What follows belongs to an exercise in optimizing a design on an open flow for small area; a production flow would make more cautious choices. The RTL was checked by simulation tests, not by an equivalence proof against the original design. Power figures rest on the tool's default switching activity, not on a simulated workload.

Setup of the reference run:
==> module mips_regfile, before the edit <==
module mips_regfile #(
  parameter int WIDTH = 32,
  parameter int DEPTH = 32
) (
  input  logic             clk,
  input  logic             reset,
  input  logic             reg_write,
  input  logic [4:0]       write_reg,
  input  logic [WIDTH-1:0] write_data,
  input  logic [4:0]       read_reg1,
  input  logic [4:0]       read_reg2,
  output logic [WIDTH-1:0] read_data1,
  output logic [WIDTH-1:0] read_data2
);
  logic [DEPTH-1:1][WIDTH-1:0] regs;
  logic [DEPTH-1:1][WIDTH-1:0] regs_d;
  logic [DEPTH-1:1] valid;
  logic [DEPTH-1:1] we, we_n;
  logic             p;
  logic [WIDTH-1:0] wx;
  always_comb begin
    for (int i = 1; i < DEPTH; i++) begin
      we[i]   = reg_write && (write_reg == i[4:0]);
      we_n[i] = !we[i];
    end
  end
  always_ff @(posedge clk or posedge reset) begin
    if (reset) begin
      valid <= '0;
    end else begin
      valid <= valid | we;
    end
  end
  always_ff @(posedge clk or posedge reset) begin
    if (reset) begin
      p <= 1'b0;
    end else begin
      p <= !p;
    end
  end
  assign wx = write_data ^ {WIDTH{p}};
  for (genvar i = 1; i < DEPTH; i++) begin : g_row
    mips_regfile_hold #(.W(WIDTH)) u_hold (
      .en(we[i]), .en_n(we_n[i]), .x(wx), .q(regs[i]), .d(regs_d[i])
    );
  end
  always_ff @(posedge clk) begin
    for (int i = 1; i < DEPTH; i++) begin
      regs[i] <= regs_d[i];
    end
  end
  logic [DEPTH-1:1] sel1, sel2;
  always_comb begin
    for (int i = 1; i < DEPTH; i++) begin
      sel1[i] = (read_reg1 == i[4:0]) && valid[i];
      sel2[i] = (read_reg2 == i[4:0]) && valid[i];
    end
  end
  logic pp1, pp2;
  assign pp1 = p && (|sel1);
  assign pp2 = p && (|sel2);
  mips_regfile_rdport #(.W(WIDTH), .N(DEPTH-1)) u_rd1 (.sel(sel1), .pp(pp1), .regs(regs), .y(read_data1));
  mips_regfile_rdport #(.W(WIDTH), .N(DEPTH-1)) u_rd2 (.sel(sel2), .pp(pp2), .regs(regs), .y(read_data2));
endmodule
==> module mips_regfile_hold, before the edit <==
module mips_regfile_hold #(
  parameter int W = 32
) (
  input  logic         en,
  input  logic         en_n,
  input  logic [W-1:0] x,
  input  logic [W-1:0] q,
  output logic [W-1:0] d
);
  assign d = ~(({W{en_n}} | x) & ({W{en}} | q));
endmodule
==> module mips_regfile_nand11, before the edit <==
module mips_regfile_nand11 #(
  parameter int W = 32
) (
  input  logic [10:0][W-1:0] l,
  output logic [2:0][W-1:0]  h
);
  assign h[0] = ~(l[0] & l[1] & l[2] & l[3]);
  assign h[1] = ~(l[4] & l[5] & l[6] & l[7]);
  assign h[2] = ~(l[8] & l[9] & l[10]);
endmodule
==> module mips_regfile_nor3, before the edit <==
module mips_regfile_nor3 #(
  parameter int W = 32
) (
  input  logic [2:0][W-1:0] h,
  output logic [W-1:0]      n
);
  assign n = h[0] | h[1] | h[2];
endmodule
==> module mips_regfile_xnor, before the edit <==
module mips_regfile_xnor #(
  parameter int W = 32
) (
  input  logic [W-1:0] n,
  input  logic         pp,
  output logic [W-1:0] y
);
  assign y = n ^ {W{pp}};
endmodule
==> module mips_regfile_rdport, before the edit <==
module mips_regfile_rdport #(
  parameter int W = 32,
  parameter int N = 31
) (
  input  logic [N:1]   sel,
  input  logic         pp,
  input  logic [N:1][W-1:0] regs,
  output logic [W-1:0]      y
);
  logic [10:0][W-1:0] l;
  for (genvar g = 0; g < 10; g++) begin : g_aoi
    mips_regfile_aoi3 #(.W(W)) u_aoi (
      .s0(sel[3*g+1]), .s1(sel[3*g+2]), .s2(sel[3*g+3]),
      .d0(regs[3*g+1]), .d1(regs[3*g+2]), .d2(regs[3*g+3]), .y(l[g])
    );
  end
  mips_regfile_aoi1 #(.W(W)) u_aoi_last (.s(sel[31]), .d(regs[31]), .y(l[10]));
  logic [2:0][W-1:0] h;
  logic [W-1:0]      n;
  mips_regfile_nand11 #(.W(W)) u_nand (.l(l), .h(h));
  mips_regfile_nor3   #(.W(W)) u_nor  (.h(h), .n(n));
  mips_regfile_xnor   #(.W(W)) u_xnor (.n(n), .pp(pp), .y(y));
endmodule
Settings: LEC_CHECK=0, CAP_MARGIN=20, CORE_MARGIN=2, CORE_UTILIZATION=40, SLEW_MARGIN=20, SYNTH_HIERARCHICAL=1; clock period 10.0 ns.
run.sh (not shown) runs the stock make flow with config.mk's settings and CLKGATE_MAP_FILE= SYNTH_SCRIPT=/design/flow/synth_recipe.tcl, a recipe that flattens the netlist after the stock synthesis.
The reference run finished every stage and its layout cleared the timing, DRC and antenna checks.
Setup changes, the reference run to the trial run
==> flow/design.v <==
module mips_regfile #(
  parameter int WIDTH = 32,
  parameter int DEPTH = 32
) (
  input  logic             clk,
  input  logic             reset,
  input  logic             reg_write,
  input  logic [4:0]       write_reg,
  input  logic [WIDTH-1:0] write_data,
  input  logic [4:0]       read_reg1,
  input  logic [4:0]       read_reg2,
  output logic [WIDTH-1:0] read_data1,
  output logic [WIDTH-1:0] read_data2
);
  logic [DEPTH-1:1][WIDTH-1:0] regs;
  logic [DEPTH-1:1][WIDTH-1:0] regs_d;
  logic [DEPTH-1:1] valid;
  logic [DEPTH-1:1] we, we_n;
  always_comb begin
    for (int i = 1; i < DEPTH; i++) begin
      we[i]   = reg_write && (write_reg == i[4:0]);
      we_n[i] = !we[i];
    end
  end
  always_ff @(posedge clk or posedge reset) begin
    if (reset) begin
      valid <= '0;
    end else begin
      valid <= valid | we;
    end
  end
  for (genvar i = 1; i < DEPTH; i++) begin : g_row
    mips_regfile_hold #(.W(WIDTH)) u_hold (
      .en(we[i]), .en_n(we_n[i]), .wd(write_data), .q(regs[i]), .d(regs_d[i])
    );
  end
  always_ff @(posedge clk) begin
    for (int i = 1; i < DEPTH; i++) begin
      regs[i] <= regs_d[i];
    end
  end
  logic [DEPTH-1:1] sel1, sel2;
  always_comb begin
    for (int i = 1; i < DEPTH; i++) begin
      sel1[i] = (read_reg1 == i[4:0]) && valid[i];
      sel2[i] = (read_reg2 == i[4:0]) && valid[i];
    end
  end
  mips_regfile_rdport #(.W(WIDTH), .N(DEPTH-1)) u_rd1 (.sel(sel1), .regs(regs), .y(read_data1));
  mips_regfile_rdport #(.W(WIDTH), .N(DEPTH-1)) u_rd2 (.sel(sel2), .regs(regs), .y(read_data2));
endmodule
module mips_regfile_hold #(
  parameter int W = 32
) (
  input  logic         en,
  input  logic         en_n,
  input  logic [W-1:0] wd,
  input  logic [W-1:0] q,
  output logic [W-1:0] d
);
  assign d = ({W{en}} & wd) | ({W{en_n}} & q);
endmodule
module mips_regfile_aoi3 #(
  parameter int W = 32
) (
  input  logic         s0, s1, s2,
  input  logic [W-1:0] d0, d1, d2,
  output logic [W-1:0] y
);
  assign y = ~(({W{s0}} & d0) | ({W{s1}} & d1) | ({W{s2}} & d2));
endmodule
module mips_regfile_aoi1 #(
  parameter int W = 32
) (
  input  logic         s,
  input  logic [W-1:0] d,
  output logic [W-1:0] y
);
  assign y = ~({W{s}} & d);
endmodule
module mips_regfile_or11n #(
  parameter int W = 32
) (
  input  logic [10:0][W-1:0] l,
  output logic [W-1:0]       y
);
  assign y = ~(l[0] & l[1] & l[2] & l[3]) | ~(l[4] & l[5] & l[6] & l[7]) | ~(l[8] & l[9] & l[10]);
endmodule
module mips_regfile_rdport #(
  parameter int W = 32,
  parameter int N = 31
) (
  input  logic [N:1]   sel,
  input  logic [N:1][W-1:0] regs,
  output logic [W-1:0]      y
);
  logic [10:0][W-1:0] l;
  for (genvar g = 0; g < 10; g++) begin : g_aoi
    mips_regfile_aoi3 #(.W(W)) u_aoi (
      .s0(sel[3*g+1]), .s1(sel[3*g+2]), .s2(sel[3*g+3]),
      .d0(regs[3*g+1]), .d1(regs[3*g+2]), .d2(regs[3*g+3]), .y(l[g])
    );
  end
  mips_regfile_aoi1 #(.W(W)) u_aoi_last (.s(sel[31]), .d(regs[31]), .y(l[10]));
  mips_regfile_or11n #(.W(W)) u_or (.l(l), .y(y));
endmodule
==> comparison <==
Row total leakage power: the trial run higher / the reference run lower
Delta(depth of the critical timing path with buffers and inverters included, the trial run - the reference run) < 0
Delta (the trial run minus the reference run): power consumption moved down, met1 layer usage reported by global route lower.
The trial run vs the reference run: post-route worst hold slack up in the trial run
Of the reference run and the trial run, the lower number of standard cells in the layout, taps in and fillers out belongs to the trial run.
The power per unit of standard cell area of the trial run falls short of that of the reference run by 16 mW/mm2.
Compared with the reference run, the trial run supports a higher clock frequency.
Delta (the trial run minus the reference run): design area rose about 4%; worst setup slack after layout rose 0.75 ns; worst supply voltage drop on vdd fell 18%.

## re-timing with driven ports
No port has a modelled driver above. Below, the same layouts with a new extraction and two added sets of constraints. Step 1 (the two cells are an assumption about what drives the block):
set clk [get_ports {clk}]
set_driving_cell -lib_cell sky130_fd_sc_hd__clkbuf_16 $clk
set_driving_cell -lib_cell sky130_fd_sc_hd__buf_2 [delete_from_list [all_inputs] $clk]
Step 2 moves the port delays by t, midway between the first and last clock arrival at a register: inputs arrive t later, outputs are due t later. That takes back most of the time a late clock gives input paths. a / b / c = ideal / step 1 / step 2; a / b = the first two.
| run | t, ns | setup slack, ns | worst slew at a driven data input, ns | pins driven straight from the clock port |
|---|---|---|---|---|
| the reference run | 0.757 | 1.532 / 1.498 / 1.498 | 0.10 | 1 |
| the trial run | 0.780 | 2.278 / 2.249 / 2.249 | 0.06 | 1 |
After both steps every run listed still meets setup and hold. For the reference run, which loses most, drivers alone change the setup slack by -0.034 ns; drivers and shift together by -0.034 ns.
